From an optimization exercise on the open Yosys and OpenROAD flow, aimed at small area, a short achievable clock period and few clock cycles per item; shortcuts taken in it are not production practice. No run shown here included a check of the RTL's function; only the layout flow was run. Power is estimated from default activity; no workload was simulated.

$ cat constraint.sdc
create_clock -name core_clock -period 10.0 [get_ports {clk_i}]
set_input_delay 2.0000 -clock core_clock [delete_from_list [all_inputs] [get_ports {clk_i}]]
set_output_delay 2.0000 -clock core_clock [all_outputs]
set_load 0.01 [all_outputs]
$ cat design.v
package sidu_pkg;
  localparam int unsigned IdW  = 64;
  localparam int unsigned CidW = 16;
  localparam int unsigned ThrW = 14;
  localparam int unsigned GenW = 48;
  localparam logic [CidW-1:0] IdSpan   = 16'hFFFF;
  localparam logic [ThrW-1:0] GapReset = 14'd1500;
endpackage
module sidu_flags (
  input  logic [13:0] thr_i,
  input  logic [15:0] cid_i,
  output logic [2:0]  flags_o,     
  output logic [16:0] v1_o
);
  assign flags_o = {cid_i > ~{2'b00, thr_i}, cid_i > {2'b00, thr_i}, cid_i < {1'b0, thr_i, 1'b0}};
  assign v1_o    = {1'b0, cid_i} + 17'h0FFFF;
endmodule
module sidu_step (
  input  logic [13:0] thr_i,
  input  logic [15:0] head_i,
  input  logic [63:0] lid_i,
  input  logic [16:0] blo_i,
  input  logic        db_i,
  input  logic [16:0] r_i,
  input  logic        cr_i,
  input  logic [15:0] cid_i,
  input  logic        wrap_i,      
  input  logic        adv_i,       
  input  logic [16:0] v1_i,        
  output logic        ok_o,
  output logic        head_we_o,
  output logic [63:0] lid_o,
  output logic [16:0] blo_o,
  output logic        db_o,
  output logic [16:0] r_o,
  output logic        cr_o
);
  logic        wrap, adv, raise, gt, cv, cb, bones;
  logic [16:0] v, r65;
  logic [17:0] sv, blo65;
  logic [18:0] lo, hi_d;
  logic [46:0] hi, x;
  logic [47:0] pre;
  always_comb begin
    wrap = wrap_i;
    adv  = adv_i;
    v    = wrap ? v1_i : {1'b0, cid_i};
    lo   = {2'b00, v} + {5'b00000, thr_i} - {2'b00, r_i};
    hi_d = {2'b00, r_i} + {5'b00000, thr_i} - {2'b00, v};
    ok_o = !lo[18] && !hi_d[18];
    gt   = v > r_i;
    blo65 = {1'b0, blo_i} + 18'h0FFFF;         
    cb    = blo65[17];
    sv    = {1'b0, blo_i} + {1'b0, v};
    cv    = sv[17];
    hi    = lid_i[63:17];
    x     = hi ^ {47{db_i}};
    pre[0] = 1'b1;
    for (int i = 1; i <= 47; i++) pre[i] = pre[i-1] & x[i-1];
    bones = pre[47];                           
    raise = gt ^ (bones & (cv ^ cr_i));
    lid_o = {hi ^ ({47{db_i ^ cv}} & pre[46:0]), sv[16:0]};
    blo_o = adv ? blo65[16:0] : blo_i;
    db_o  = cv & ~(adv & cb);
    r65   = r_i + 17'h10001;                   
    if (raise) r_o = (wrap && !adv) ? v1_i : {1'b0, cid_i};
    else       r_o = adv ? r65 : r_i;
    cr_o      = (raise ? cv : cr_i) & ~(adv & cb);
    head_we_o = adv || (cid_i > head_i);
  end
endmodule
module sidu_core (
  input  logic                          clk_i,
  input  logic                          rst_ni,
  input  logic                          step_i,
  output logic                          busy_o,
  input  logic [sidu_pkg::CidW-1:0]     cid_i,
  input  logic                          wrap_i,
  input  logic                          adv_i,
  input  logic                          hwc_i,
  input  logic [16:0]                   v1_i,
  output logic                          hw_d_o,
  output logic [sidu_pkg::ThrW-1:0]     thr_o,
  input  logic                          cfg_we_i,
  input  logic [sidu_pkg::ThrW-1:0]     cfg_data_i,
  input  logic                          ld_we_i,
  input  logic [sidu_pkg::GenW-1:0]     ld_gen_i,
  output logic                          acc_o,
  output logic [sidu_pkg::IdW-1:0]      id_o
);
  logic [13:0] thr_q;
  logic [15:0] head_q;
  logic        hw_q, hw_d;
  logic [63:0] lidn_q, lid_s, lid;    
  logic [16:0] blo_q, blo_s;
  logic        db_q, db_s;
  logic [16:0] r_q, r_s;
  logic        cr_q, cr_s;
  logic        accn_q, ok, head_we, cfix_q;    
  logic        busy_q, zero_q, cy_q;
  logic [3:0]  cnt_q, fa, fb;
  logic [4:0]  fs;
  sidu_step u_step (
    .thr_i     (thr_q),
    .head_i    (head_q),
    .lid_i     (lid),
    .blo_i     (blo_q),
    .db_i      (db_q),
    .r_i       (r_q),
    .cr_i      (cr_q),
    .cid_i     (cid_i),
    .wrap_i    (wrap_i),
    .adv_i     (adv_i),
    .v1_i      (v1_i),
    .ok_o      (ok),
    .head_we_o (head_we),
    .lid_o     (lid_s),
    .blo_o     (blo_s),
    .db_o      (db_s),
    .r_o       (r_s),
    .cr_o      (cr_s)
  );
  always_comb begin
    if (ld_we_i || (busy_q && zero_q))    hw_d = 1'b0;
    else if (busy_q)                      hw_d = hw_q;
    else if (cfix_q)                      hw_d = head_q > ~{2'b00, thr_q};
    else if (step_i && ok && head_we)     hw_d = hwc_i;
    else                                  hw_d = hw_q;
  end
  assign lid = ~lidn_q;
  always_comb begin
    fa = (zero_q || cnt_q < 4'd4)  ? 4'h0 : lid[3:0];
    fb = (zero_q || cnt_q >= 4'd12) ? 4'hF : ~lid[19:16];
    fs = {1'b0, fa} + {1'b0, fb} + {4'd0, cy_q};
  end
  always_ff @(posedge clk_i or negedge rst_ni) begin
    if (!rst_ni) begin
      thr_q  <= sidu_pkg::GapReset;
      cfix_q <= 1'b0;
      busy_q <= 1'b1;
      zero_q <= 1'b1;
      cnt_q  <= '0;
      cy_q   <= 1'b0;
    end else begin
      cfix_q <= cfg_we_i;
      if (cfg_we_i) thr_q <= cfg_data_i;
      if (ld_we_i) begin
        busy_q <= 1'b1;
        zero_q <= 1'b0;
        cnt_q  <= '0;
        cy_q   <= 1'b0;
      end else if (busy_q) begin
        cnt_q  <= cnt_q + 4'd1;
        cy_q   <= fs[4];
        busy_q <= (cnt_q != 4'd15);
      end
    end
  end
  always_ff @(posedge clk_i) begin
    hw_q <= hw_d;
    if (ld_we_i || (busy_q && zero_q)) begin
      head_q <= '0;
      r_q    <= 17'd1;
    end else if (!busy_q && step_i && ok) begin
      if (head_we) head_q <= cid_i;
      r_q <= r_s;
    end
  end
  always_ff @(posedge clk_i) begin
    if (ld_we_i) begin
      lidn_q[63:16] <= ~ld_gen_i;
    end else if (busy_q) begin
      lidn_q <= ~{fs[3:0], lid[63:4]};
      if (cnt_q == 4'd15) begin
        blo_q <= lid[20:4];
        db_q  <= 1'b0;
        cr_q  <= &lid[20:4];                   
      end
    end else if (step_i && ok) begin
      lidn_q <= ~lid_s;
      blo_q <= blo_s;
      db_q  <= db_s;
      cr_q  <= cr_s;
    end
    if (step_i) accn_q <= !ok;
  end
  assign busy_o = busy_q;
  assign hw_d_o = hw_d;
  assign thr_o  = thr_q;
  assign acc_o  = !accn_q;
  assign id_o   = ~(lidn_q | {64{accn_q}});
endmodule
module sequence_id_unwrapper (
  input  logic                          clk_i,
  input  logic                          rst_ni,
  input  logic                          cfg_valid_i,
  output logic                          cfg_ready_o,
  input  logic [sidu_pkg::ThrW-1:0]     gap_threshold_i,
  input  logic                          gen_load_i,
  input  logic [sidu_pkg::GenW-1:0]     gen_value_i,
  input  logic                          in_valid_i,
  output logic                          in_ready_o,
  input  logic [sidu_pkg::CidW-1:0]     compressed_id_i,
  output logic                          out_valid_o,
  input  logic                          out_ready_i,
  output logic                          accepted_o,
  output logic [sidu_pkg::IdW-1:0]      full_id_o
);
  logic                      a_vld_q, b_free_q, out_vld_q;
  logic [sidu_pkg::CidW-1:0] a_cid_q, b_cid_q, a_cid_d;
  logic [2:0]                a_flg_q, a_flg_d, flg;
  logic                      wrap_q, adv_q, wrap_d, hw_d;
  logic [16:0]               a_v1_q, a_v1_d;
  logic [sidu_pkg::ThrW-1:0] thr;
  logic                      step, a_free, take, busy;
  assign take        = in_valid_i && b_free_q;
  assign step        = a_vld_q && !busy && (!out_vld_q || out_ready_i);
  assign a_free      = !a_vld_q || step;
  assign in_ready_o  = b_free_q;
  assign cfg_ready_o = 1'b1;
  assign a_cid_d     = b_free_q ? compressed_id_i : b_cid_q;
  assign flg         = a_free ? a_flg_d : a_flg_q;
  assign wrap_d      = hw_d && flg[0];
  sidu_flags u_flags (
    .thr_i   (thr),
    .cid_i   (a_cid_d),
    .flags_o (a_flg_d),
    .v1_o    (a_v1_d)
  );
  sidu_core u_core (
    .clk_i      (clk_i),
    .rst_ni     (rst_ni),
    .step_i     (step),
    .busy_o     (busy),
    .cid_i      (a_cid_q),
    .wrap_i     (wrap_q),
    .adv_i      (adv_q),
    .hwc_i      (a_flg_q[2]),
    .v1_i       (a_v1_q),
    .hw_d_o     (hw_d),
    .thr_o      (thr),
    .cfg_we_i   (cfg_valid_i),
    .cfg_data_i (gap_threshold_i),
    .ld_we_i    (gen_load_i),
    .ld_gen_i   (gen_value_i),
    .acc_o      (accepted_o),
    .id_o       (full_id_o)
  );
  always_ff @(posedge clk_i or negedge rst_ni) begin
    if (!rst_ni) begin
      a_vld_q   <= 1'b0;
      b_free_q  <= 1'b1;
      out_vld_q <= 1'b0;
    end else begin
      if (a_free) begin
        a_vld_q  <= !b_free_q || take;
        b_free_q <= 1'b1;
      end else if (take) begin
        b_free_q <= 1'b0;
      end
      if (step) begin
        out_vld_q <= 1'b1;
      end else if (out_ready_i) begin
        out_vld_q <= 1'b0;
      end
    end
  end
  always_ff @(posedge clk_i) begin
    wrap_q <= wrap_d;
    adv_q  <= wrap_d && flg[1];
    if (a_free) begin
      a_cid_q <= a_cid_d;
      a_flg_q <= a_flg_d;
      a_v1_q  <= a_v1_d;
    end
    if (!a_free && take) b_cid_q <= compressed_id_i;
  end
  assign out_valid_o = out_vld_q;
endmodule
$ cat flow/run.sh
#!/bin/bash
# Layout flow: the standard layout (standard.sh: the standard synthesis and ORFS steps,
# unchanged), with two make settings added:
#  - the buffer that placement puts on every input and output port is a plain buf_1 cell
#    instead of the resizer's default choice (a delay buffer);
set -euo pipefail
MARGIN=6
export BUFFER_PORTS_ARGS="-buffer_cell sky130_fd_sc_hd__buf_1"
bash standard.sh "BUFFER_PORTS_ARGS=$BUFFER_PORTS_ARGS" "SETUP_SLACK_MARGIN=$MARGIN" finish \
  > standard.log 2>&1
$ cat standard.sh
#!/bin/bash
# synth_recipe.tcl (not shown) runs the flow's synth.tcl, then flattens the netlist and writes it again
# the make line also repeats each setting of config.mk as NAME=value (left out here)
make -C /OpenROAD-flow-scripts/flow DESIGN_CONFIG=/design/flow/config.mk WORK_HOME=/design/flow/orfs CLKGATE_MAP_FILE= SYNTH_SCRIPT=/design/flow/synth_recipe.tcl "${@:-finish}"
$ cat config.mk
export PLATFORM = sky130hd
export DESIGN_NAME = sequence_id_unwrapper
export DESIGN_NICKNAME = sequence_id_unwrapper
export VERILOG_FILES = /design/flow/design.v
export SDC_FILE = /design/flow/constraint.sdc
export NUM_CORES = 4
export LEC_CHECK = 0
export CAP_MARGIN = 20
export CORE_MARGIN = 2
export CORE_UTILIZATION = 40
export SETUP_SLACK_MARGIN = 5
export SLEW_MARGIN = 20
==> results.txt, run 1 <==
Synth cell types: 80
EDFF count, synth: 134
Logic pwr share: 0.128
Setup CP Type: reg -> reg
Clk buf depth: 2
Setup ws final: 6.00 ns
Reg power frac: 0.491
Register area share after synthesis: 0.349
Hold Path Sink: a_flg_q[1]$_DFF_P_
Later-pin clock latency in the skew report: 0.47 ns
Most frequent cells in the layout: nor2_1 (160), buf_1 (148), ha_1 (141)
CP startpoint kind: flip-flop
Vias in the first global route: 12972
Final RePlAce weighted congestion: 0.902
Commonest register cell after synthesis: edfxtp_1
Vias: 13362
Minimum clock period: 4.00 ns
Die Y: 201 microns
Worst path required time: 10.36 ns
Drt wl/cell: 19.8 microns
WL final: 46900 microns
Clk root buf: clkbuf_16
Die extent in x: 201 microns
CTS Buf Count: 17
Syn Inst Count: 1676
Worst setup EP type: flip-flop
First-pass GRT wire length: 72400 microns
Syn_nets: 1942
I/O pin count: 152
Crit Path Max Fanout: 7
Slew headroom: 0.217
Die Area: 40500 sq um
Gr usage total: 0.225
Peak Freq: 250 MHz
Aggregate negative setup slack: 0 ns
Clk pin slew, worst setup/hold paths: 0.08 ns
Final routed DRC violation total: 0
Clock power frac: 0.382
Period utilisation layout: 0.400
Psw: 0.548 mW
1st-pass router iterations: 7
HP Start: a_flg_q[1]$_DFF_P_
Most common cell after layout, fill and taps aside: nor2_1
Final Max Tran Viols: 0
Pin count of the biggest net entering global routing: 96
Switch share: 0.280
Layout cells sized above 1: 0.140
Hold WC Path Type: reg -> reg
Max-cap viol count: 0
Worst-margin pin slew: 1.17 ns
Worst Path Arrival: 4.36 ns
Pwr per Cell Area: 105 nW/um^2
Post-DR vias/cell: 5.65
Initial antenna violation count: 0
Detail Placement HPWL: 34100 microns
RSZ-0062 raised after global routing: true
Post-Syn Area: 15600 sq um
Setup slack, reg-to-reg: 6.00 ns
I/O Buffers: 150
Post-synth ARST share: 0.127
CTS tree: yes
Final nets: 2102
Post-CTS Hold Buffers: 0
Area of the multi-input gates: 10100 sq um
Area grow syn2layout: 19.6%
Initial detailed-routing violation count: 1113
Final Hold Viols: 0
Total power: 1.96 mW
P_int: 1.41 mW
Yosys synthesis warning count: 3
Setup Viol. Count Final: 0
Setup Skew: 0.0227 ns
# diodes: 0
Clk sinks: 197
Cell row count: 72
Number of synthesized register bits: 197
H-tree depth: 4
Status: timing/DRC/antenna clean
Routed Antenna Nets: 0
Reg area: 5430 sq um
Worst VDD drop: 0.126 mV
Worst r2r src: wrap_q$_DFF_P_
Hold path depth: 2
Core Region: 38600 sq um
Overflow after GRT: 0
Syn avg cell area: 9.28 sq um
Reg2reg path depth: 19
Initial Util: 0.404
Reg2reg end: u_core.r_q[8]$_SDFFE_PP0P_
Fill cells: 3674
Leak pwr: 7.17 nW
Dpl ws: 4.92 ns
[how the worst max path moves through the flow]
stage	start	end	slack, ns
6_report	wrap_q$_DFF_P_	u_core.r_q[8]$_SDFFE_PP0P_	6.00
5_1_grt	wrap_q$_DFF_P_	u_core.r_q[14]$_SDFFE_PP0P_	5.81
4_1_cts	wrap_q$_DFF_P_	u_core.r_q[9]$_SDFFE_PP0P_	5.96
3_5_place_dp	wrap_q$_DFF_P_	u_core.r_q[14]$_SDFFE_PP0P_	4.92
3_3_place_gp	wrap_q$_DFF_P_	adv_q$_DFF_P_	5.04
2_1_floorplan	wrap_q$_DFF_P_	u_core.blo_q[0]$_DFFE_PP_	5.91
[per-layer routing]
layer	track usage	routed length, microns	up-vias	share of wire
met5	0	0	-	0
met2	0.362	22000	400	0.47
met1	0.316	21700	6522	0.46
li1	-	-	6389	-
met4	0.0614	904	0	0.019
met3	0.0337	2320	51	0.049
[power groups by stage]
| stage | clock (mW) | combinational (mW) | sequential, mW |
|---|---|---|---|
| CTS | 0.761 | 0.241 | 0.959 |
| global route | 0.792 | 0.282 | 0.965 |
| global placement | 0 | 0.228 | 0.976 |
| floorplan | 0 | 0.176 | 0.949 |
| finish | 0.747 | 0.250 | 0.960 |
| detailed placement | 0 | 0.234 | 0.977 |
[synthesized netlist by cell type (10+ instances only)]
cell type,count,area [sq um]
buf_1,12,45.0
mux2_2,17,191
nor2_1,167,627
o2111ai_1,10,87.6
o221ai_1,18,158
nor4_1,14,87.6
dfstp_2,10,263
nand3_1,61,305
a21boi_0,12,90.1
mux2i_1,53,531
nor2b_1,11,68.8
a21o_1,21,158
dfxtp_1,38,761
nand2_1,92,345
nand4_1,28,175
a21oi_1,89,445
nor3_1,23,115
ha_1,151,1890
xor2_1,45,394
o21ai_0,93,465
or4_1,14,105
and3_1,18,113
fa_1,31,621
nand2b_1,39,244
a221oi_1,10,87.6
xnor2_1,62,543
edfxtp_1,134,4020
dfrtp_1,15,375
o211ai_1,42,315
a211oi_1,13,97.6
inv_1,137,514
o21a_1,11,82.6
or3_1,15,93.8
clkbuf_1,59,221
[critical path, stage by stage, from the launching register on]
cell,delay (ns)
dfxtp_4,0.41
buf_16,0.14
buf_12,0.13
mux2i_4,0.27
inv_2,0.11
fa_1,0.48
inv_1,0.06
ha_1,0.21
a21o_1,0.21
a211o_1,0.33
a211oi_2,0.20
o311ai_2,0.17
nand3_4,0.16
buf_12,0.13
buf_6,0.09
a2111oi_4,0.03
buf_4,0.19
nor2_4,0.23
o311ai_2,0.15
and4_1,0.19
[logic make-up (layout without fill, tap and decap cells)]
kind of cell	after synthesis	in the layout	synth area share
buffers and inverters	220	389	0.0548
AO/OA/AOI/OAI	381	384	0.161
multiplexers	71	71	0.0478
adder cells (fa/ha/maj)	182	182	0.161
AND/OR/NAND/NOR	517	518	0.166
other	1	1	0.000241
XOR/XNOR	107	107	0.0602
flip-flops	197	197	0.349
[per-stage QoR]
step | cell area (sq um) | hold WS [ns] | cells | util
final | 18600 | 0.502 | 2367 | 0.483
after detailed placement | 16700 | 0.489 | 2274 | 0.432
after CTS | 17800 | 0.500 | 2324 | 0.462
after global placement | 16700 | 0.477 | 2274 | 0.432
after floorplan | 15700 | 0.434 | 1676 | -
after global routing | 18600 | 0.526 | 2367 | 0.483
[flip-flops by register name, summed over array words and instances (netlist names), 3 cells and up]
register and cells:
a_cid_q 16, a_flg_q 3, a_v1_q 17, b_cid_q 16, u_core.blo_q 17, u_core.cnt_q 4
u_core.head_q 16, u_core.lidn_q 64, u_core.r_q 17, u_core.thr_q 14
[repair_timing]
item                                    in CTS  in global routing
resized for setup                           72                 83
cloned                                       3                  5
pin swaps                                   10                 30
buffers inserted                            15                 38
endpoints found under the setup margin     210                155
[layout make-up]
| class | count | area share |
|---|---|---|
| Multi-Input combinational cell | 1263 | 0.543 |
| Sequential cell | 197 | 0.292 |
| Timing Repair Buffer | 219 | 0.0682 |
| Tap cell | 518 | 0.0348 |
| Clock buffer | 22 | 0.0290 |
| Inverter | 138 | 0.0278 |
| Clock inverter | 10 | 0.00511 |
==> inputs of run 2 (changes only) <==
--- a/design.v
+++ b/design.v
@@ -27,5 +27,5 @@
   input  logic        wrap_i,      
   input  logic        adv_i,       
-  input  logic [16:0] v1_i,        
+  input  logic [16:0] v_i,         
   output logic        ok_o,
   output logic        head_we_o,
@@ -45,5 +45,5 @@
     wrap = wrap_i;
     adv  = adv_i;
-    v    = wrap ? v1_i : {1'b0, cid_i};
+    v    = v_i;
     lo   = {2'b00, v} + {5'b00000, thr_i} - {2'b00, r_i};
     hi_d = {2'b00, r_i} + {5'b00000, thr_i} - {2'b00, v};
@@ -64,5 +64,5 @@
     db_o  = cv & ~(adv & cb);
     r65   = r_i + 17'h10001;                   
-    if (raise) r_o = (wrap && !adv) ? v1_i : {1'b0, cid_i};
+    if (raise) r_o = (wrap && !adv) ? v : {1'b0, cid_i};
     else       r_o = adv ? r65 : r_i;
     cr_o      = (raise ? cv : cr_i) & ~(adv & cb);
@@ -79,5 +79,5 @@
   input  logic                          adv_i,
   input  logic                          hwc_i,
-  input  logic [16:0]                   v1_i,
+  input  logic [16:0]                   v_i,
   output logic                          hw_d_o,
   output logic [sidu_pkg::ThrW-1:0]     thr_o,
@@ -112,5 +112,5 @@
     .wrap_i    (wrap_i),
     .adv_i     (adv_i),
-    .v1_i      (v1_i),
+    .v_i       (v_i),
     .ok_o      (ok),
     .head_we_o (head_we),
@@ -122,5 +122,5 @@
   );
   always_comb begin
-    if (ld_we_i || (busy_q && zero_q))    hw_d = 1'b0;
+    if (ld_we_i)                          hw_d = 1'b0;
     else if (busy_q)                      hw_d = hw_q;
     else if (cfix_q)                      hw_d = head_q > ~{2'b00, thr_q};
@@ -137,4 +137,7 @@
     if (!rst_ni) begin
       thr_q  <= sidu_pkg::GapReset;
+      head_q <= '0;
+      hw_q   <= 1'b0;
+      r_q    <= 17'd1;
       cfix_q <= 1'b0;
       busy_q <= 1'b1;
@@ -144,6 +147,9 @@
     end else begin
       cfix_q <= cfg_we_i;
+      hw_q   <= hw_d;
       if (cfg_we_i) thr_q <= cfg_data_i;
       if (ld_we_i) begin
+        head_q <= '0;
+        r_q    <= 17'd1;
         busy_q <= 1'b1;
         zero_q <= 1'b0;
@@ -154,15 +160,8 @@
         cy_q   <= fs[4];
         busy_q <= (cnt_q != 4'd15);
-      end
-    end
-  end
-  always_ff @(posedge clk_i) begin
-    hw_q <= hw_d;
-    if (ld_we_i || (busy_q && zero_q)) begin
-      head_q <= '0;
-      r_q    <= 17'd1;
-    end else if (!busy_q && step_i && ok) begin
-      if (head_we) head_q <= cid_i;
-      r_q <= r_s;
+      end else if (step_i && ok) begin
+        if (head_we) head_q <= cid_i;
+        r_q <= r_s;
+      end
     end
   end
@@ -211,5 +210,5 @@
   logic [2:0]                a_flg_q, a_flg_d, flg;
   logic                      wrap_q, adv_q, wrap_d, hw_d;
-  logic [16:0]               a_v1_q, a_v1_d;
+  logic [16:0]               a_v_q, a_v1_d;
   logic [sidu_pkg::ThrW-1:0] thr;
   logic                      step, a_free, take, busy;
@@ -237,5 +236,5 @@
     .adv_i      (adv_q),
     .hwc_i      (a_flg_q[2]),
-    .v1_i       (a_v1_q),
+    .v_i        (a_v_q),
     .hw_d_o     (hw_d),
     .thr_o      (thr),
@@ -269,8 +268,8 @@
     wrap_q <= wrap_d;
     adv_q  <= wrap_d && flg[1];
+    if (a_free) a_v_q <= wrap_d ? a_v1_d : {1'b0, a_cid_d};
     if (a_free) begin
       a_cid_q <= a_cid_d;
       a_flg_q <= a_flg_d;
-      a_v1_q  <= a_v1_d;
     end
     if (!a_free && take) b_cid_q <= compressed_id_i;
--- a/config.mk
+++ b/config.mk
@@ -11,2 +11,3 @@
 export SETUP_SLACK_MARGIN = 5
 export SLEW_MARGIN = 20
+export TNS_END_PERCENT = 10
==> run 2 against run 1 <==
Net effect:
- maximum frequency is 15% lower
- synthesized cell count increased by 1.7%
- cell count grew 0.38%
- core utilization fell by 2.6 points
- worst hold slack lost 0.0037 ns
- area after synthesis up 2.7%
- sequential power rose by 0.5%
- critical path depth increased by 4
- via count fell by 0.89%
- total power down 0.34%
==> results.txt, run 2 <==
Status: timing/DRC/antenna clean (unchanged)
Delay of the slowest critical-path stage: 0.41 ns (was 0.48 ns)
Clk sinks: 197 (unchanged)
Final nets: 2118 (was 2102)
P_int: 1.40 mW (was 1.41 mW)
Clk root buf: clkbuf_16 (unchanged)
Die Area: 41500 sq um (was 40500 sq um)
Worst r2r src: u_core.thr_q[0]$_DFFE_PN0P_ (was wrap_q$_DFF_P_)
Vias: 13243 (was 13362)
Final routed DRC violation total: 0 (unchanged)
Clk pin slew, worst setup/hold paths: 0.07 ns (was 0.08 ns)
Minimum clock period: 4.72 ns (was 4.00 ns)
Layout cells sized above 1: 0.0837 (was 0.140)
Setup CP Type: reg -> reg (unchanged)
Register area share after synthesis: 0.350 (was 0.349)
Final Hold Viols: 0 (unchanged)
Die Y: 204 microns (was 201 microns)
Logic pwr share: 0.145 (was 0.128)
Number of synthesized register bits: 197 (unchanged)
# diodes: 0 (unchanged)
Max-cap viol count: 0 (unchanged)
Routed Antenna Nets: 0 (unchanged)
Final Max Tran Viols: 0 (unchanged)
Vias in the first global route: 12974 (was 12972)
HP Start: a_flg_q[1]$_DFF_P_ (unchanged)
Worst VDD drop: 0.121 mV (was 0.126 mV)
Wire length on met1: 21400 microns (was 21700 microns)
Commonest cells post-synth: ha_1 (178), nor2_1 (173), edfxtp_1 (134), inv_1 (120), nand2_1 (103) (was nor2_1 (167), ha_1 (151), inv_1 (137), edfxtp_1 (134), o21ai_0 (93))
Worst setup EP type: flip-flop (unchanged)
Aggregate negative setup slack: 0 ns (unchanged)
CP max stage cell: dfrtp_1 (was fa_1)
Synth area leader: edfxtp_1 (unchanged)
Die extent in x: 204 microns (was 201 microns)
Setup Viol. Count Final: 0 (unchanged)
Worst path required time: 10.20 ns (was 10.36 ns)
Crit-path most repeated cell: a21oi_2
Cell row count: 73 (was 72)
RSZ-0062 raised after global routing: true (unchanged)
First-pass GRT wire length: 72300 microns (was 72400 microns)
Crit. Startpoint: u_core.thr_q[0]$_DFFE_PN0P_ (was wrap_q$_DFF_P_)
Pwr per Cell Area: 108 nW/um^2 (was 105 nW/um^2)
Syn Inst Count: 1705 (was 1676)
Initial antenna violation count: 0 (unchanged)
Syn avg cell area: 9.37 sq um (was 9.28 sq um)
Switch share: 0.283 (was 0.280)
Area contributors post-synth: edfxtp_1 (25%), ha_1 (14%), dfrtp_1 (7.5%), xnor2_1 (5.3%), mux2i_1 (4.1%) (was edfxtp_1 (26%), ha_1 (12%), dfxtp_1 (4.9%), nor2_1 (4.0%), fa_1 (4.0%))
Gr usage total: 0.223 (was 0.225)
Core Region: 39500 sq um (was 38600 sq um)
Setup Skew: 0.0164 ns (was 0.0227 ns)
Reg power frac: 0.495 (was 0.491)
Most frequent cells in the layout: ha_1 (177), nor2_1 (172), buf_1 (147) (was nor2_1 (160), buf_1 (148), ha_1 (141))
1st-pass router iterations: 5 (was 7)
Met2 WL: 21900 microns (was 22000 microns)
Post-synth ARST share: 0.299 (was 0.127)
Drt wl/cell: 19.5 microns (was 19.8 microns)
Peak Freq: 212 MHz (was 250 MHz)
Slew headroom: 0.417 (was 0.217)
Later-pin clock latency in the skew report: 0.46 ns (was 0.47 ns)
Post-Syn Area: 16000 sq um (was 15600 sq um)
Pin count of the biggest net entering global routing: 67 (was 96)
Final RePlAce weighted congestion: 0.938 (was 0.902)
Total power: 1.95 mW (was 1.96 mW)
WL final: 46400 microns (was 46900 microns)
CP startpoint kind: flip-flop (unchanged)
CTS tree: yes (unchanged)
Overflow after GRT: 0 (unchanged)
Commonest register cell after synthesis: edfxtp_1 (unchanged)
Most common cell after layout, fill and taps aside: ha_1 (was nor2_1)
Initial detailed-routing violation count: 958 (was 1113)
Worst-margin pin slew: 0.875 ns (was 1.17 ns)
Detail Route met3 WL: 2240 microns (was 2320 microns)
Clk buf depth: 2 (unchanged)
Area grow syn2layout: 13.2% (was 19.6%)
CTS Buf Count: 17 (unchanged)
Crit-path cells: ha_2, fa_2, a21o_1, a21oi_2, o21bai_1, a21oi_2, nor2b_2, o2111ai_2, nand3_2, o41ai_4, xnor2_1, ha_1, nand4_1, nor2_1, o311ai_1, o211ai_1, a22oi_2, a21oi_2, buf_4, a31o_4, o2bb2ai_4, nand4_1, xnor2_1 (was buf_16, buf_12, mux2i_4, inv_2, fa_1, inv_1, ha_1, a21o_1, a211o_1, a211oi_2, o311ai_2, nand3_4, buf_12, buf_6, a2111oi_4, buf_4, nor2_4, o311ai_2, and4_1)
Crit Path Max Fanout: 8 (was 7)
Buf+Inv Stages, Crit Path: 1 (was 7)
I/O pin count: 152 (unchanged)
Detail Placement HPWL: 34000 microns (was 34100 microns)
Syn_nets: 1985 (was 1942)
Period utilisation layout: 0.472 (was 0.400)
I/O Buffers: 150 (unchanged)
Leak pwr: 7.13 nW (was 7.17 nW)
Yosys synthesis warning count: 3 (unchanged)
Most flop-heavy register: u_core.lidn_q (unchanged)
EDFF count, synth: 134 (unchanged)
Most common cell in the netlist: ha_1 (was nor2_1)
Highest Signal Layer: met4 (unchanged)
Max FFs per register: 64 (unchanged)
Worst Path Arrival: 4.92 ns (was 4.36 ns)
H-tree depth: 4 (unchanged)
Clock power frac: 0.361 (was 0.382)
Top delay family on crit path: compound AO/OA/AOI/OAI gates (unchanged)
Psw: 0.553 mW (was 0.548 mW)
Hold WC Path Type: reg -> reg (unchanged)
Synth cell types: 74 (was 80)
Post-DR vias/cell: 5.57 (was 5.65)
Initial Util: 0.404 (about the same)
Synth top area share: 0.252 (was 0.259)
run 2: layout make-up:
| cell class | count | area (sq um) |
|---|---|---|
| clock buffers | 22 | 497 |
| clock inverters | 10 | 83.8 |
| fillers | 3803 | 21500 |
| inverters | 121 | 454 |
| multi-input cells | 1314 | 9910 |
| flip-flops and latches | 197 | 5590 |
| well taps | 525 | 657 |
| repair buffers | 187 | 890 |
run 2: logic make-up (layout without fill, tap and decap cells):
logic type / after synthesis / count (layout) / share of synthesized area
and+or+nand+nor: 530 / 534 / 0.163
AOI/OAI and AO/OA: 366 / 369 / 0.148
buffers and inverters: 201 / 340 / 0.0501
DFF: 197 / 197 / 0.350
adders and majority gates: 196 / 196 / 0.162
xor gates and xnor gates: 127 / 127 / 0.0701
muxes: 87 / 87 / 0.0562
other: 1 / 1 / 0.000235
run 2: power groups by stage:
stage | registers, mW | clock network [mW] | logic (mW)
floorplan | 0.951 | 0 | 0.206
global placement | 0.980 | 0 | 0.263
detailed placement | 0.981 | 0 | 0.270
CTS | 0.963 | 0.717 | 0.280
global route | 0.971 | 0.750 | 0.318
finish | 0.965 | 0.703 | 0.282
run 2: metrics by stage:
step	setup slack, ns	cell area [sq um]	util	cells	hold WS, ns
after floorplan	5.43	16100	-	1705	0.450
after global placement	4.14	17000	0.430	2313	0.480
after detailed placement	4.00	17000	0.430	2313	0.483
after CTS	5.32	17900	0.454	2370	0.496
after global routing	5.07	18100	0.457	2376	0.515
final	5.28	18100	0.457	2376	0.498
run 2: layer usage:
| layer | global-route usage | vias up |
|---|---|---|
| met3 | 0.0303 | 43 |
| met5 | 0 | - |
| li1 | - | 6420 |
| met1 | 0.313 | 6407 |
| met4 | 0.0579 | 0 |
| met2 | 0.364 | 373 |
run 2: worst paths after layout:
check / endpoint / depth (start not counted) / slack, ns
setup / recovery: a_v_q[11]$_DFFE_PN_ / 23 / 5.28
hold / removal: a_flg_q[1]$_DFF_P_ / 1 / 0.50
setup reg to reg: a_v_q[11]$_DFFE_PN_ / 23 / 5.28
hold reg to reg: a_flg_q[1]$_DFF_P_ / 1 / 0.50
max in group asynchronous: out_vld_q$_DFFE_PN0P_ / 2 / 7.68
min in group asynchronous: u_core.head_q[3]$_DFFE_PN0P_ / 2 / 1.75
run 2: what timing repair did:
action / in CTS / in global routing
endpoints found under the setup margin: 139 / 148
pin swaps: 26 / 21
hold buffers: 0 / 0
gates cloned: 6 / 1
resized for setup: 18 / 18
setup buffers: 19 / 5
endpoints found under the hold margin: 0 / 0
==> inputs of run 3 (changes only) <==
--- a/design.v
+++ b/design.v
@@ -10,9 +10,7 @@
   input  logic [13:0] thr_i,
   input  logic [15:0] cid_i,
-  output logic [2:0]  flags_o,     
-  output logic [16:0] v1_o
+  output logic [2:0]  flags_o      
 );
   assign flags_o = {cid_i > ~{2'b00, thr_i}, cid_i > {2'b00, thr_i}, cid_i < {1'b0, thr_i, 1'b0}};
-  assign v1_o    = {1'b0, cid_i} + 17'h0FFFF;
 endmodule
 module sidu_step (
@@ -27,5 +25,4 @@
   input  logic        wrap_i,      
   input  logic        adv_i,       
-  input  logic [16:0] v_i,         
   output logic        ok_o,
   output logic        head_we_o,
@@ -38,4 +35,5 @@
   logic        wrap, adv, raise, gt, cv, cb, bones;
   logic [16:0] v, r65;
+  logic [15:0] z;
   logic [17:0] sv, blo65;
   logic [18:0] lo, hi_d;
@@ -45,5 +43,7 @@
     wrap = wrap_i;
     adv  = adv_i;
-    v    = v_i;
+    z[0] = 1'b1;
+    for (int i = 1; i < 16; i++) z[i] = z[i-1] & !cid_i[i-1];
+    v    = {wrap && (cid_i != 16'd0), cid_i ^ ({16{wrap}} & z)};
     lo   = {2'b00, v} + {5'b00000, thr_i} - {2'b00, r_i};
     hi_d = {2'b00, r_i} + {5'b00000, thr_i} - {2'b00, v};
@@ -79,5 +79,4 @@
   input  logic                          adv_i,
   input  logic                          hwc_i,
-  input  logic [16:0]                   v_i,
   output logic                          hw_d_o,
   output logic [sidu_pkg::ThrW-1:0]     thr_o,
@@ -112,5 +111,4 @@
     .wrap_i    (wrap_i),
     .adv_i     (adv_i),
-    .v_i       (v_i),
     .ok_o      (ok),
     .head_we_o (head_we),
@@ -210,5 +208,4 @@
   logic [2:0]                a_flg_q, a_flg_d, flg;
   logic                      wrap_q, adv_q, wrap_d, hw_d;
-  logic [16:0]               a_v_q, a_v1_d;
   logic [sidu_pkg::ThrW-1:0] thr;
   logic                      step, a_free, take, busy;
@@ -224,6 +221,5 @@
     .thr_i   (thr),
     .cid_i   (a_cid_d),
-    .flags_o (a_flg_d),
-    .v1_o    (a_v1_d)
+    .flags_o (a_flg_d)
   );
   sidu_core u_core (
@@ -236,5 +232,4 @@
     .adv_i      (adv_q),
     .hwc_i      (a_flg_q[2]),
-    .v_i        (a_v_q),
     .hw_d_o     (hw_d),
     .thr_o      (thr),
@@ -268,5 +263,4 @@
     wrap_q <= wrap_d;
     adv_q  <= wrap_d && flg[1];
-    if (a_free) a_v_q <= wrap_d ? a_v1_d : {1'b0, a_cid_d};
     if (a_free) begin
       a_cid_q <= a_cid_d;
==> run 3 against run 2 <==
Net effect:
- non-clock buffer count up 39
- combinational power down 14%
- flip-flop and latch count down 17
- core utilization up 2.9 points
- total power down 7.9%
- largest cell class unchanged
- highest routed layer unchanged
- still clean
- critical path depth down 5
- via count down 2.5%
- critical path type unchanged
- cell count down 4.6%
==> results.txt, run 3 <==
Largest regs: u_core.lidn_q x64, u_core.blo_q x17, u_core.r_q x17
Final core utilization: 0.486 (was 0.457)
Layout cells sized above 1: 0.144 (was 0.0837)
Final Hold Viols: 0 (unchanged)
Setup Viol. Count Final: 0 (unchanged)
Placed cell count: 2170 (was 2313)
Number of synthesized register bits: 180 (was 197)
CTS Buf Count: 17 (unchanged)
Synth area leader: edfxtp_1 (unchanged)
Clk root buf: clkbuf_16 (unchanged)
Pin count of the biggest net entering global routing: 80 (was 67)
Die Y: 197 microns (was 204 microns)
Later-pin clock latency in the skew report: 0.47 ns (was 0.46 ns)
Psw: 0.500 mW (was 0.553 mW)
H-tree depth: 4 (unchanged)
Die Area: 38900 sq um (was 41500 sq um)
Area grow syn2layout: 19.2% (was 13.2%)
Worst path required time: 10.34 ns (was 10.20 ns)
Logic pwr share: 0.135 (was 0.145)
First-pass GRT wire length: 69200 microns (was 72300 microns)
Dpl ws: 4.46 ns (was 4.00 ns)
EDFF count, synth: 117 (was 134)
Worst setup EP type: flip-flop (unchanged)
HP Start: u_core.zero_q$_DFFE_PN1P_ (was a_flg_q[1]$_DFF_P_)
Switch share: 0.278 (was 0.283)
Worst r2r src: a_cid_q[0]$_DFFE_PN_ (was u_core.thr_q[0]$_DFFE_PN0P_)
Reg2reg path depth: 18 (was 23)
Pwr per Cell Area: 101 nW/um^2 (was 108 nW/um^2)
RSZ-0062 raised after global routing: true (unchanged)
Clk pin slew, worst setup/hold paths: 0.08 ns (was 0.07 ns)
Synth top area share: 0.235 (was 0.252)
Yosys synthesis warning count: 3 (unchanged)
Period utilisation layout: 0.460 (was 0.472)
Setup Skew: 0.0172 ns (was 0.0164 ns)
P_int: 1.30 mW (was 1.40 mW)
Initial detailed-routing violation count: 927 (was 958)
Register area share after synthesis: 0.340 (was 0.350)
Vias in the first global route: 12559 (was 12974)
1st-pass router iterations: 6 (was 5)
CP startpoint kind: flip-flop (unchanged)
Total power: 1.80 mW (was 1.95 mW)
Post-Syn Area: 15000 sq um (was 16000 sq um)
Most flop-heavy register: u_core.lidn_q (unchanged)
Commonest register cell after synthesis: edfxtp_1 (unchanged)
Worst Path Arrival: 4.94 ns (was 4.92 ns)
Cell row count: 70 (was 73)
Most frequent cells in the layout: nor2_1 (154), buf_1 (147), ha_1 (139) (was ha_1 (177), nor2_1 (172), buf_1 (147))
Clk buf depth: 2 (unchanged)
Crit Path Max Fanout: 6 (was 8)
Reg2reg end: wrap_q$_DFF_P_ (was a_v_q[11]$_DFFE_PN_)
Post-CTS Hold Buffers: 0 (unchanged)
Aggregate negative setup slack: 0 ns (unchanged)
Most common cell in the netlist: nor2_1 (was ha_1)
Status: timing/DRC/antenna clean (unchanged)
Slew headroom: 0.388 (was 0.417)
Post-synth ARST share: 0.328 (was 0.299)
Core Region: 36700 sq um (was 39500 sq um)
WL final: 44600 microns (was 46400 microns)
Initial Util: 0.407 (was 0.404)
CTS tree: yes (unchanged)
Syn_nets: 1888 (was 1985)
Hold Path Sink: u_core.zero_q$_DFFE_PN1P_ (was a_flg_q[1]$_DFF_P_)
I/O pin count: 152 (unchanged)
Final nets: 2052 (was 2118)
Commonest cells post-synth: nor2_1 (162), ha_1 (151), o21ai_0 (129), inv_1 (119), edfxtp_1 (117) (was ha_1 (178), nor2_1 (173), edfxtp_1 (134), inv_1 (120), nand2_1 (103))
Clk sinks: 180 (was 197)
Final RePlAce weighted congestion: 0.897 (was 0.938)
Clock power frac: 0.369 (was 0.361)
# diodes: 0 (unchanged)
Max-cap viol count: 0 (unchanged)
Most common cell after layout, fill and taps aside: nor2_1 (was ha_1)
Vias: 12911 (was 13243)
Final Max Tran Viols: 0 (unchanged)
Final routed DRC violation total: 0 (unchanged)
Fill cells: 3457 (was 3803)
Worst VDD drop: 0.130 mV (was 0.121 mV)
Reg power frac: 0.496 (was 0.495)
Final Non-Filler Cells: 2267 (was 2376)
Minimum clock period: 4.60 ns (was 4.72 ns)
Hold path depth: 1 (unchanged)
Detail Placement HPWL: 32300 microns (was 34000 microns)
Max FFs per register: 64 (unchanged)
Worst-margin pin slew: 0.919 ns (was 0.875 ns)
Peak Freq: 217 MHz (was 212 MHz)
Drt wl/cell: 19.7 microns (was 19.5 microns)
Syn Inst Count: 1622 (was 1705)
Gr usage total: 0.228 (was 0.223)
Setup CP Type: reg -> reg (unchanged)
Area contributors post-synth: edfxtp_1 (23%), ha_1 (13%), dfrtp_1 (8.0%), o21ai_0 (4.3%), fa_1 (4.2%) (was edfxtp_1 (25%), ha_1 (14%), dfrtp_1 (7.5%), xnor2_1 (5.3%), mux2i_1 (4.1%))
Initial antenna violation count: 0 (unchanged)
Leak pwr: 7.08 nW (was 7.13 nW)
Syn avg cell area: 9.22 sq um (was 9.37 sq um)
Post-DR vias/cell: 5.70 (was 5.57)
Overflow after GRT: 0 (unchanged)
Setup ws final: 5.40 ns (was 5.28 ns)
Hold WC Path Type: reg -> reg (unchanged)
Synth cell types: 83 (was 74)
Die extent in x: 197 microns (was 204 microns)
Routed Antenna Nets: 0 (unchanged)
Setup slack, reg-to-reg: 5.40 ns (was 5.28 ns)
Area of the multi-input gates: 9890 sq um (was 9910 sq um)
Reg area: 5090 sq um (was 5590 sq um)
I/O Buffers: 150 (unchanged)
==> run 3: changes by cell type in the layout (fill, tap and decap cells not counted), moves of 26 or more <==
| cell | delta |
|---|---|
| buf_4 | +28 |
| o21ai_0 | +30 |
| xnor2_1 | -41 |
| o211ai_1 | -26 |
| ha_1 | -38 |
| mux2i_1 | -39 |
==> run 3: final cells by class <==
type / count / area share
tap: 468 / 0.0328
sequential: 180 / 0.285
timing repair buffer: 226 / 0.0703
clock buffer: 25 / 0.0290
multi-input combinational: 1242 / 0.555
inverter: 119 / 0.0253
clock inverter: 7 / 0.00253
==> run 3: cells by family (layout without fill, tap and decap cells) <==
kind of cell,after synthesis,after routing,synth area share
XOR/XNOR,110,110,0.0644
buffers and inverters,202,377,0.0541
AND/OR/NAND/NOR,521,523,0.175
adder cells (fa/ha/maj),182,182,0.168
flip-flops,180,180,0.340
multiplexers,53,53,0.0391
other,1,1,0.000251
AO/OA/AOI/OAI,373,373,0.159
==> run 3: worst max-delay path by stage <==
stage | cells past startpoint | endpoint | startpoint
after detailed placement | 15 | u_core.lidn_q[31]$_DFFE_PP_ | a_cid_q[1]$_DFFE_PN_
after global routing | 20 | adv_q$_DFF_P_ | a_cid_q[5]$_DFFE_PN_
after CTS | 19 | adv_q$_DFF_P_ | a_cid_q[0]$_DFFE_PN_
after floorplan | 19 | u_core.blo_q[0]$_DFFE_PP_ | a_cid_q[1]$_DFFE_PN_
final | 18 | wrap_q$_DFF_P_ | a_cid_q[0]$_DFFE_PN_
after global placement | 16 | u_core.cr_q$_DFFE_PP_ | a_cid_q[1]$_DFFE_PN_
==> run 3: what timing repair did <==
item / CTS / global route
gates cloned: 2 / 2
buffers inserted: 38 / 23
resized for setup: 69 / 80
pin swaps: 26 / 14
endpoints found under the setup margin: 172 / 172
==> run 3: worst max-delay path, stage by stage, from the launching register on <==
cell and delay, ns:
edfxtp_1 0.45, nor3b_4 0.23, nand2b_1 0.10, or3_4 0.40, buf_12 0.16, nand2_2 0.12, inv_1 0.07, fa_1 0.47
ha_1 0.34, a2111o_1 0.42, a311oi_2 0.36, o221ai_2 0.16, o211a_4 0.19, nand3_4 0.07, buf_12 0.10, mux2_2 0.32
a222oi_1 0.27, buf_4 0.19, nor2_1 0.04
==> run 3: through the flow <==
stage	hold slack (ns)	instance area, sq um
2_1_floorplan	0.438	15100
3_3_place_gp	0.473	15900
3_5_place_dp	0.466	15900
4_1_cts	0.494	17200
5_1_grt	0.510	17800
6_report	0.494	17800
==> run 3: power groups by stage <==
stage | Combinational [mW] | Clock (mW) | Sequential [mW]
after detailed placement | 0.228 | 0 | 0.905
after floorplan | 0.167 | 0 | 0.876
after CTS | 0.237 | 0.678 | 0.889
final | 0.243 | 0.664 | 0.891
after global routing | 0.276 | 0.701 | 0.896
after global placement | 0.224 | 0 | 0.904
==> run 3: routing by layer <==
layer | track usage | wire (microns) | up-vias
met5 | 0 | 0 | -
met4 | 0.0674 | 975 | 0
met3 | 0.0377 | 2070 | 60
met2 | 0.375 | 21100 | 358
met1 | 0.310 | 20400 | 6319
li1 | - | - | 6174
==> inputs of run 4 (changes only) <==
--- a/design.v
+++ b/design.v
@@ -34,5 +34,6 @@
 );
   logic        wrap, adv, raise, gt, cv, cb, bones;
-  logic [16:0] v, r65;
+  logic [16:0] v, r65, zb, or1;
+  logic [17:0] bd;
   logic [15:0] z;
   logic [17:0] sv, blo65;
@@ -50,5 +51,8 @@
     ok_o = !lo[18] && !hi_d[18];
     gt   = v > r_i;
-    blo65 = {1'b0, blo_i} + 18'h0FFFF;         
+    zb[0] = 1'b1;
+    for (int i = 1; i < 17; i++) zb[i] = zb[i-1] & !blo_i[i-1];
+    bd    = {zb[16] & !blo_i[16], blo_i ^ zb};    
+    blo65 = {bd[17] ^ bd[16], !bd[16], bd[15:0]};
     cb    = blo65[17];
     sv    = {1'b0, blo_i} + {1'b0, v};
@@ -63,5 +67,7 @@
     blo_o = adv ? blo65[16:0] : blo_i;
     db_o  = cv & ~(adv & cb);
-    r65   = r_i + 17'h10001;                   
+    or1[0] = 1'b1;
+    for (int i = 1; i < 17; i++) or1[i] = or1[i-1] & r_i[i-1];
+    r65   = (r_i ^ or1) ^ 17'h10000;
     if (raise) r_o = (wrap && !adv) ? v : {1'b0, cid_i};
     else       r_o = adv ? r65 : r_i;
==> run 4 against run 3 <==
Net effect:
- critical endpoint is now adv_q$_DFF_P_
- flip-flop and latch count did not move
- cell area decreased by 0.65%
- critical path depth unchanged
- largest cell class unchanged
- clock skew fell by 0.00061 ns
- combinational power down 3%
- highest routed layer is now met5
- largest power group unchanged
- routed wire length decreased by 2.6%
- clock power increased by 2%
- first-iteration DRC count is 1.8% higher
- non-clock buffer count up 6
- area after synthesis is 0.55% lower
- worst setup slack got worse by 0.14 ns
- sequential share of layout area increased by 0.18 points
==> results.txt, run 4 <==
Status: timing/DRC/antenna clean (unchanged)
Aggregate negative setup slack: 0 ns (unchanged)
Crit. Startpoint: a_cid_q[5]$_DFFE_PN_ (was a_cid_q[0]$_DFFE_PN_)
Clk pin slew, worst setup/hold paths: 0.08 ns (about the same)
Setup CP Type: reg -> reg (unchanged)
Worst-margin pin slew: 0.874 ns (was 0.919 ns)
Pwr per Cell Area: 102 nW/um^2 (was 101 nW/um^2)
Later-pin clock latency in the skew report: 0.47 ns (about the same)
Setup Viol. Count Final: 0 (unchanged)
Clk buf depth: 2 (unchanged)
Leak pwr: 7.33 nW (was 7.08 nW)
Final routed DRC violation total: 0 (unchanged)
Post-synth ARST share: 0.328 (unchanged)
Core Region: 36600 sq um (was 36700 sq um)
Cell row count: 70 (unchanged)
Buf+Inv Stages, Crit Path: 2 (was 4)
Hold WC Path Type: reg -> reg (unchanged)
Post-Syn Area: 14900 sq um (was 15000 sq um)
Max-cap viol count: 0 (unchanged)
Initial detailed-routing violation count: 944 (was 927)
Crit-path most repeated cell: or3_4 (was buf_12)
I/O Buffers: 150 (unchanged)
Max FFs per register: 64 (unchanged)
Final Max Tran Viols: 0 (unchanged)
Reg2reg end: adv_q$_DFF_P_ (was wrap_q$_DFF_P_)
Routed Antenna Nets: 0 (unchanged)
Yosys synthesis warning count: 3 (unchanged)
Commonest cells post-synth: ha_1 (180), nor2_1 (164), inv_1 (120), edfxtp_1 (117), nand2_1 (96) (was nor2_1 (162), ha_1 (151), o21ai_0 (129), inv_1 (119), edfxtp_1 (117))
Final Hold Viols: 0 (unchanged)
Crit-path cells: nor2_1, nand2_1, or3_4, nor2_4, xor2_4, inv_2, fa_1, ha_1, and4_1, nand4_1, or3_4, o22ai_4, o311a_4, o31a_1, buf_12, mux2_4, a31oi_4, nor3b_2 (was nor3b_4, nand2b_1, or3_4, buf_12, nand2_2, inv_1, fa_1, ha_1, a2111o_1, a311oi_2, o221ai_2, o211a_4, nand3_4, buf_12, mux2_2, a222oi_1, buf_4, nor2_1)
Die extent in x: 197 microns (about the same)
Period utilisation layout: 0.474 (was 0.460)
Most common cell after layout, fill and taps aside: ha_1 (was nor2_1)
Largest regs: u_core.lidn_q x64, u_core.blo_q x17, u_core.r_q x17 (unchanged)
Fill cells: 3420 (was 3457)
Vias in the first global route: 12372 (was 12559)
Commonest register cell after synthesis: edfxtp_1 (unchanged)
Initial Util: 0.406 (was 0.407)
Met2 Resource Use GR: 0.367 (was 0.375)
CTS Buf Count: 17 (unchanged)
Clk root buf: clkbuf_16 (unchanged)
Register area share after synthesis: 0.342 (was 0.340)
Area grow syn2layout: 19.1% (was 19.2%)
GR Layer Usage met1: 0.293 (was 0.310)
GR Util met3: 0.0318 (was 0.0377)
Setup Skew: 0.0166 ns (was 0.0172 ns)
Pin count of the biggest net entering global routing: 66 (was 80)
Crit Path Max Fanout: 6 (unchanged)
Synth top area share: 0.236 (was 0.235)
# diodes: 0 (unchanged)
Initial antenna violation count: 1 (was 0)
1st-pass router iterations: 5 (was 6)
Worst VDD drop: 0.119 mV (was 0.130 mV)
Synth area leader: edfxtp_1 (unchanged)
Setup slack, reg-to-reg: 5.26 ns (was 5.40 ns)
Die Y: 197 microns (about the same)
Worst path required time: 10.33 ns (was 10.34 ns)
CTS tree: yes (unchanged)
Final RePlAce weighted congestion: 0.874 (was 0.897)
Hold WS: 0.495 ns (was 0.494 ns)
Gr usage total: 0.221 (was 0.228)
CP max stage cell: edfxtp_1 (was fa_1)
Most common cell in the netlist: ha_1 (was nor2_1)
Worst r2r src: a_cid_q[5]$_DFFE_PN_ (was a_cid_q[0]$_DFFE_PN_)
Worst setup EP type: flip-flop (unchanged)
Synth cell types: 82 (was 83)
Detail Placement HPWL: 30700 microns (was 32300 microns)
Critical Path End: adv_q$_DFF_P_ (was wrap_q$_DFF_P_)
Final nets: 2024 (was 2052)
Slew headroom: 0.417 (was 0.388)
Post-DR vias/cell: 5.66 (was 5.70)
Reg2reg path depth: 18 (unchanged)
HP Start: a_vld_q$_DFFE_PN0N_ (was u_core.zero_q$_DFFE_PN1P_)
RSZ-0062 raised after global routing: true (unchanged)
I/O pin count: 152 (unchanged)
Number of synthesized register bits: 180 (unchanged)
Syn Inst Count: 1556 (was 1622)
Delay of the slowest critical-path stage: 0.58 ns (was 0.47 ns)
EDFF count, synth: 117 (unchanged)
Post-CTS Hold Buffers: 0 (unchanged)
CP startpoint kind: flip-flop (unchanged)
Peak Freq: 211 MHz (was 217 MHz)
WL final: 43400 microns (was 44600 microns)
Hold path depth: 2 (was 1)
Most frequent cells in the layout: ha_1 (175), nor2_1 (150), buf_1 (147) (was nor2_1 (154), buf_1 (147), ha_1 (139))
Syn avg cell area: 9.56 sq um (was 9.22 sq um)
Syn_nets: 1851 (was 1888)
Crit path depth: 18 (unchanged)
Vias: 12519 (was 12911)
Area contributors post-synth: edfxtp_1 (24%), ha_1 (15%), dfrtp_1 (8.1%), fa_1 (4.2%), nor2_1 (4.1%) (was edfxtp_1 (23%), ha_1 (13%), dfrtp_1 (8.0%), o21ai_0 (4.3%), fa_1 (4.2%))
Overflow after GRT: 0 (unchanged)
First-pass GRT wire length: 66500 microns (was 69200 microns)
Worst Path Arrival: 5.07 ns (was 4.94 ns)
Most flop-heavy register: u_core.lidn_q (unchanged)
H-tree depth: 4 (unchanged)
Clk sinks: 180 (unchanged)
Minimum clock period: 4.74 ns (was 4.60 ns)
Die Area: 38700 sq um (was 38900 sq um)
Top delay family on crit path: simple AND/OR/NAND/NOR gates (was compound AO/OA/AOI/OAI gates)
Layout cells sized above 1: 0.145 (was 0.144)
GRT busiest layer: met2 (unchanged)
Drt wl/cell: 19.6 microns (was 19.7 microns)
run 4: repair_timing:
action	in CTS	in global routing
setup endpoints to repair	172	176
gates cloned	2	4
pin swaps	19	31
gates resized for setup	52	68
buffers inserted	36	30
run 4: metrics by stage:
stage	cell area (sq um)	total power, mW	worst slack [ns]	utilization	instances
after floorplan	15000	1.05	5.33	-	1556
after global placement	15800	1.13	4.44	0.433	2106
final	17700	1.81	5.26	0.484	2210
after global routing	17700	1.88	5.13	0.484	2210
after detailed placement	15800	1.13	4.42	0.433	2106
after CTS	17000	1.81	5.30	0.466	2176
run 4: routing by layer:
layer	routed length (microns)	vias up
met2	20800	379
met4	1150	2
li1	-	5934
met3	1960	82
met5	18	-
met1	19500	6122
run 4: worst min path at each step:
stage,to,slack [ns]
floorplan,a_flg_q[1]$_DFF_P_,0.45
global placement,out_vld_q$_DFFE_PN0P_,0.47
detailed placement,a_flg_q[1]$_DFF_P_,0.47
CTS,a_flg_q[1]$_DFF_P_,0.49
global route,u_core.zero_q$_DFFE_PN1P_,0.50
finish,out_vld_q$_DFFE_PN0P_,0.50
run 4: where the power goes:
part           leakage [nW]  internal [mW]  total (mW)  switching [mW]
combinational          5.12          0.107       0.236           0.129
clock                 0.273          0.363       0.675           0.312
sequential             1.94          0.833       0.895          0.0627
total                  7.33           1.30        1.81           0.504
run 4: cell families (layout without fill, tap and decap cells):
logic type	Yosys count	after routing	synth area share
AOI/OAI and AO/OA	328	328	0.143
xor gates and xnor gates	101	101	0.0608
muxes	59	60	0.0449
buffers and inverters	199	384	0.0549
other	1	1	0.000252
DFF	180	180	0.342
adders and majority gates	211	211	0.193
and+or+nand+nor	477	477	0.161
run 4: tightest hold or removal path, delay by kind of cell, from the launching register on:
| family | cells | cell delay (ns) |
|---|---|---|
| AND/OR/NAND/NOR | 2 | 0.12 |
| flip-flops | 1 | 0.34 |
run 4: final cells by class:
type | instances | area [sq um] | area share
tap | 468 | 586 | 0.0331
timing repair buffer | 232 | 1420 | 0.0803
clock inverter | 9 | 78.8 | 0.00445
clock buffer | 23 | 479 | 0.0271
inverter | 120 | 450 | 0.0254
sequential | 180 | 5090 | 0.287
multi-input combinational | 1178 | 9610 | 0.542
==> inputs of run 5 (changes only) <==
--- a/design.v
+++ b/design.v
@@ -34,9 +34,7 @@
 );
   logic        wrap, adv, raise, gt, cv, cb, bones;
-  logic [16:0] v, r65, zb, or1;
-  logic [17:0] bd;
-  logic [15:0] z;
+  logic [16:0] u, r65, v1;
   logic [17:0] sv, blo65;
-  logic [18:0] lo, hi_d;
+  logic [18:0] lo, hi_d, g;
   logic [46:0] hi, x;
   logic [47:0] pre;
@@ -44,17 +42,13 @@
     wrap = wrap_i;
     adv  = adv_i;
-    z[0] = 1'b1;
-    for (int i = 1; i < 16; i++) z[i] = z[i-1] & !cid_i[i-1];
-    v    = {wrap && (cid_i != 16'd0), cid_i ^ ({16{wrap}} & z)};
-    lo   = {2'b00, v} + {5'b00000, thr_i} - {2'b00, r_i};
-    hi_d = {2'b00, r_i} + {5'b00000, thr_i} - {2'b00, v};
+    u    = {wrap, cid_i};
+    lo   = {2'b00, u} + {5'b00000, thr_i} + ~{2'b00, r_i} + {18'd0, !wrap};    
+    hi_d = {2'b00, r_i} + {5'b00000, thr_i} + ~{2'b00, u} + 19'd1 + {18'd0, wrap};  
     ok_o = !lo[18] && !hi_d[18];
-    gt   = v > r_i;
-    zb[0] = 1'b1;
-    for (int i = 1; i < 17; i++) zb[i] = zb[i-1] & !blo_i[i-1];
-    bd    = {zb[16] & !blo_i[16], blo_i ^ zb};    
-    blo65 = {bd[17] ^ bd[16], !bd[16], bd[15:0]};
+    g    = {2'b00, r_i} + ~{2'b00, u} + 19'd1 + {18'd0, wrap};                    
+    gt   = g[18];                              
+    blo65 = {1'b0, blo_i} + 18'h0FFFF;         
     cb    = blo65[17];
-    sv    = {1'b0, blo_i} + {1'b0, v};
+    sv    = {1'b0, blo_i} + {2'b00, cid_i} + (wrap ? 18'h0FFFF : 18'h00000);     
     cv    = sv[17];
     hi    = lid_i[63:17];
@@ -67,8 +61,7 @@
     blo_o = adv ? blo65[16:0] : blo_i;
     db_o  = cv & ~(adv & cb);
-    or1[0] = 1'b1;
-    for (int i = 1; i < 17; i++) or1[i] = or1[i-1] & r_i[i-1];
-    r65   = (r_i ^ or1) ^ 17'h10000;
-    if (raise) r_o = (wrap && !adv) ? v : {1'b0, cid_i};
+    r65   = r_i + 17'h10001;                   
+    v1    = {1'b0, cid_i} + 17'h0FFFF;         
+    if (raise) r_o = (wrap && !adv) ? v1 : {1'b0, cid_i};
     else       r_o = adv ? r65 : r_i;
     cr_o      = (raise ? cv : cr_i) & ~(adv & cb);
--- a/config.mk
+++ b/config.mk
@@ -11,3 +11,2 @@
 export SETUP_SLACK_MARGIN = 5
 export SLEW_MARGIN = 20
-export TNS_END_PERCENT = 10
==> run 5 against run 4 <==
Net effect:
- still clean
- critical path depth grew 2
- maximum frequency grew 4.6%
- flip-flop and latch count is the same
- sequential power shrank 0.9%
- clock skew is essentially flat
==> results.txt, run 5 <==
Area contributors post-synth: edfxtp_1 (23%), ha_1 (14%), dfrtp_1 (7.7%), fa_1 (4.4%), nor2_1 (4.0%) (was edfxtp_1 (24%), ha_1 (15%), dfrtp_1 (8.1%), fa_1 (4.2%), nor2_1 (4.1%))
P_int: 1.32 mW (was 1.30 mW)
Commonest register cell after synthesis: edfxtp_1 (unchanged)
Synth cell types: 80 (was 82)
Initial antenna violation count: 0 (was 1)
Number of synthesized register bits: 180 (unchanged)
Hold path depth: 1 (was 2)
Final Hold Viols: 0 (unchanged)
Slew headroom: 0.410 (was 0.417)
Worst r2r src: a_cid_q[0]$_DFFE_PN_ (was a_cid_q[5]$_DFFE_PN_)
Worst path required time: 10.22 ns (was 10.33 ns)
Largest regs: u_core.lidn_q x64, u_core.blo_q x17, u_core.r_q x17 (unchanged)
Peak Freq: 221 MHz (was 211 MHz)
Dpl ws: 4.79 ns (was 4.42 ns)
Final Max Tran Viols: 0 (unchanged)
Aggregate negative setup slack: 0 ns (unchanged)
Clk root buf: clkbuf_16 (unchanged)
Detail Placement HPWL: 32900 microns (was 30700 microns)
I/O Buffers: 150 (unchanged)
Vias: 13478 (was 12519)
Post-DR vias/cell: 5.66 (about the same)
Post-Synth Simple-Gate Area: 0.163 (was 0.161)
Setup slack, reg-to-reg: 5.47 ns (was 5.26 ns)
1st-pass router iterations: 5 (unchanged)
Post-synthesis mux area share: 0.0424 (was 0.0449)
Vias in the first global route: 13218 (was 12372)
Final routed DRC violation total: 0 (unchanged)
Pwr per Cell Area: 103 nW/um^2 (was 102 nW/um^2)
H-tree depth: 4 (unchanged)
Clk sinks: 180 (unchanged)
Die Y: 201 microns (was 197 microns)
Reg power frac: 0.470 (was 0.496)
Most flop-heavy register: u_core.lidn_q (unchanged)
Clk buf depth: 2 (unchanged)
Synth area leader: edfxtp_1 (unchanged)
Post-CTS Hold Buffers: 0 (unchanged)
Reg area: 5090 sq um (unchanged)
Most frequent cells in the layout: ha_1 (174), nor2_1 (162), buf_1 (147) (was ha_1 (175), nor2_1 (150), buf_1 (147))
# diodes: 0 (unchanged)
Crit Path Max Fanout: 17 (was 6)
Post-Syn Area: 15600 sq um (was 14900 sq um)
Leak pwr: 7.42 nW (was 7.33 nW)
CTS Buf Count: 17 (unchanged)
Die Area: 40500 sq um (was 38700 sq um)
Largest family of logic cells by synthesized area: adder cells (unchanged)
Layout cells sized above 1: 0.121 (was 0.145)
Final RePlAce weighted congestion: 0.859 (was 0.874)
Synth Area in Compound Gates: 0.163 (was 0.143)
Syn Inst Count: 1680 (was 1556)
Cell row count: 72 (was 70)
Final nets: 2147 (was 2024)
Final core utilization: 0.475 (was 0.484)
Post-synth ARST share: 0.328 (unchanged)
Later-pin clock latency in the skew report: 0.47 ns (about the same)
Clock power frac: 0.374 (about the same)
Synth top area share: 0.226 (was 0.236)
Most common cell after layout, fill and taps aside: ha_1 (unchanged)
Syn avg cell area: 9.26 sq um (was 9.56 sq um)
Clk pin slew, worst setup/hold paths: 0.07 ns (was 0.08 ns)
Yosys synthesis warning count: 3 (unchanged)
Worst-margin pin slew: 0.885 ns (was 0.874 ns)
Core Region: 38600 sq um (was 36600 sq um)
Hold WC Path Type: reg -> reg (unchanged)
Max-cap viol count: 0 (unchanged)
First-pass GRT wire length: 73100 microns (was 66500 microns)
Period utilisation layout: 0.453 (was 0.474)
Worst setup EP type: flip-flop (unchanged)
Reg2reg path depth: 20 (was 18)
Die extent in x: 201 microns (was 197 microns)
Status: timing/DRC/antenna clean (unchanged)
Setup ws final: 5.47 ns (was 5.26 ns)
CTS tree: yes (unchanged)
Syn_nets: 1975 (was 1851)
Overflow after GRT: 0 (unchanged)
EDFF count, synth: 117 (unchanged)
Area of the multi-input gates: 10100 sq um (was 9610 sq um)
Routed Antenna Nets: 0 (unchanged)
Drt wl/cell: 19.5 microns (was 19.6 microns)
Adder-cell share of the synthesized area: 0.186 (was 0.193)
Commonest cells post-synth: ha_1 (177), nor2_1 (167), inv_1 (119), edfxtp_1 (117), nand2_1 (102) (was ha_1 (180), nor2_1 (164), inv_1 (120), edfxtp_1 (117), nand2_1 (96))
Pin count of the biggest net entering global routing: 66 (unchanged)
Most common cell in the netlist: ha_1 (unchanged)
Reg2reg end: u_core.blo_q[2]$_DFFE_PP_ (was adv_q$_DFF_P_)
RSZ-0062 raised after global routing: true (unchanged)
Setup Viol. Count Final: 0 (unchanged)
Logic pwr share: 0.156 (was 0.131)
Worst VDD drop: 0.117 mV (was 0.119 mV)
Area grow syn2layout: 17.7% (was 19.1%)
Psw: 0.566 mW (was 0.504 mW)
Minimum clock period: 4.53 ns (was 4.74 ns)
HP Start: u_core.zero_q$_DFFE_PN1P_ (was a_vld_q$_DFFE_PN0N_)
Worst Path Arrival: 4.75 ns (was 5.07 ns)
Register area share after synthesis: 0.327 (was 0.342)
Hold Path Sink: u_core.zero_q$_DFFE_PN1P_ (was out_vld_q$_DFFE_PN0P_)
Fill cells: 3716 (was 3420)
Switch share: 0.300 (was 0.279)
Setup Skew: 0.0170 ns (was 0.0166 ns)
Gr usage total: 0.228 (was 0.221)
CP startpoint kind: flip-flop (unchanged)
WL final: 46400 microns (was 43400 microns)
Initial detailed-routing violation count: 1128 (was 944)
I/O pin count: 152 (unchanged)
Setup CP Type: reg -> reg (unchanged)
Post-synthesis xor/xnor area fraction: 0.0675 (was 0.0608)
Initial Util: 0.404 (was 0.406)
Max FFs per register: 64 (unchanged)
==> run 5: changes by cell type in the layout (fill, tap and decap cells not counted), moves of 12 or more <==
cell     before  now
nor3b_1      19    2
nor3_1       24   53
nand3_1      40   52
nor2_1      150  162
a21o_1       17   29
xnor2_1      46   68
==> run 5: critical path, stage by stage, from the launching register on <==
cell and delay (ns):
edfxtp_1 0.43, ha_2 0.22, fa_2 0.34, a21o_1 0.17
a21oi_2 0.17, o21bai_1 0.10, a211o_1 0.33, a31o_4 0.25
o21ai_2 0.15, xnor2_1 0.14, ha_1 0.28, a21oi_2 0.13
nor2b_1 0.08, a2111oi_4 0.38, nand3_1 0.14, a21oi_2 0.20
a21o_1 0.22, buf_12 0.16, o21a_1 0.18, nor2_4 0.05
buf_12 0.17
==> run 5: cell type report <==
class | instances | share of cell area
repair buffers | 232 | 0.0762
multi-input cells | 1301 | 0.553
flip-flops and latches | 180 | 0.278
clock buffers | 19 | 0.0260
well taps | 518 | 0.0354
inverters | 120 | 0.0246
clock inverters | 13 | 0.00683
==> run 5: worst max-delay path by stage <==
stage / slack (ns) / end / start / depth (start not counted)
after detailed placement: 4.79 / u_core.blo_q[4]$_DFFE_PP_ / a_cid_q[0]$_DFFE_PN_ / 19
final: 5.47 / u_core.blo_q[2]$_DFFE_PP_ / a_cid_q[0]$_DFFE_PN_ / 20
after global routing: 5.27 / u_core.blo_q[1]$_DFFE_PP_ / a_cid_q[1]$_DFFE_PN_ / 20
after global placement: 4.86 / u_core.lidn_q[41]$_DFFE_PP_ / a_cid_q[0]$_DFFE_PN_ / 18
after CTS: 5.53 / u_core.blo_q[4]$_DFFE_PP_ / a_cid_q[0]$_DFFE_PN_ / 20
after floorplan: 5.57 / u_core.blo_q[0]$_DFFE_PP_ / a_cid_q[0]$_DFFE_PN_ / 21
==> run 5: metrics by stage <==
stage          hold slack [ns]  total power [mW]  instance area, sq um  instances
2_1_floorplan            0.451              1.08                 15600       1680
3_3_place_gp             0.480              1.17                 16600       2277
3_5_place_dp             0.482              1.18                 16600       2277
4_1_cts                  0.496              1.89                 17900       2352
5_1_grt                  0.505              1.97                 18300       2383
6_report                 0.497              1.89                 18300       2383
==> run 5: cell families (layout without fill, tap and decap cells) <==
kind of cell / Yosys count / after routing
xor+xnor: 120 / 120
fa+ha+maj: 211 / 211
compound gates: 377 / 378
simple gates: 524 / 529
mux: 62 / 62
flops: 180 / 180
buf+inv: 205 / 384
other cells: 1 / 1
==> run 5: power by group through the flow <==
stage	Sequential, mW	Clock [mW]	Combinational, mW
final	0.887	0.705	0.294
after global routing	0.893	0.747	0.332
after CTS	0.887	0.717	0.287
after detailed placement	0.903	0	0.276
after global placement	0.902	0	0.270
after floorplan	0.869	0	0.211
==> run 5: routing by layer <==
| layer | global-route usage | part of all wire |
|---|---|---|
| met5 | 0 | 0 |
| met4 | 0.0733 | 0.020 |
| met2 | 0.370 | 0.47 |
| met1 | 0.310 | 0.45 |
| met3 | 0.0400 | 0.059 |
==> run 5: what timing repair did <==
item / CTS / global route
setup endpoints to repair: 167 / 153
cloned: 5 / 3
setup buffers: 38 / 28
pin swaps: 20 / 23
resized for setup: 47 / 39

[afterwards: timing with drivers on the ports]
How much do the figures lean on ideal ports? The routed layouts below were timed once more, with nothing changed but the port constraints.
Step 1 sets driving cells, clkbuf_16 on the clock port and buf_2 on the other inputs (assumed; they add their load-dependent delay and slew).
Step 2, shift: input delay + t, output delay - t, t = (earliest + latest rising clock arrival at the registers) / 2. This alone moves slack from input paths to output paths.
a / b / c = no drivers / after step 1 / after step 2; a / b = the first two.
run | shift t [ns] | setup WS [ns] | worst data-port slew with drivers (ns)
run 1 | 0.510 | 6.003 / 6.003 / 5.564 | 0.07
run 2 | 0.511 | 5.276 / 5.276 / 4.911 | 0.06
run 3 | 0.515 | 5.400 / 5.400 / 5.145 | 0.07
run 4 | 0.514 | 5.260 / 5.260 / 5.260 | 0.07
run 5 | 0.514 | 5.470 / 5.470 / 5.470 | 0.07
After both steps every run listed still meets setup and hold. The setup slack of run 1, which loses most, moves by 0.000 ns with the drivers and by -0.439 ns with both steps.
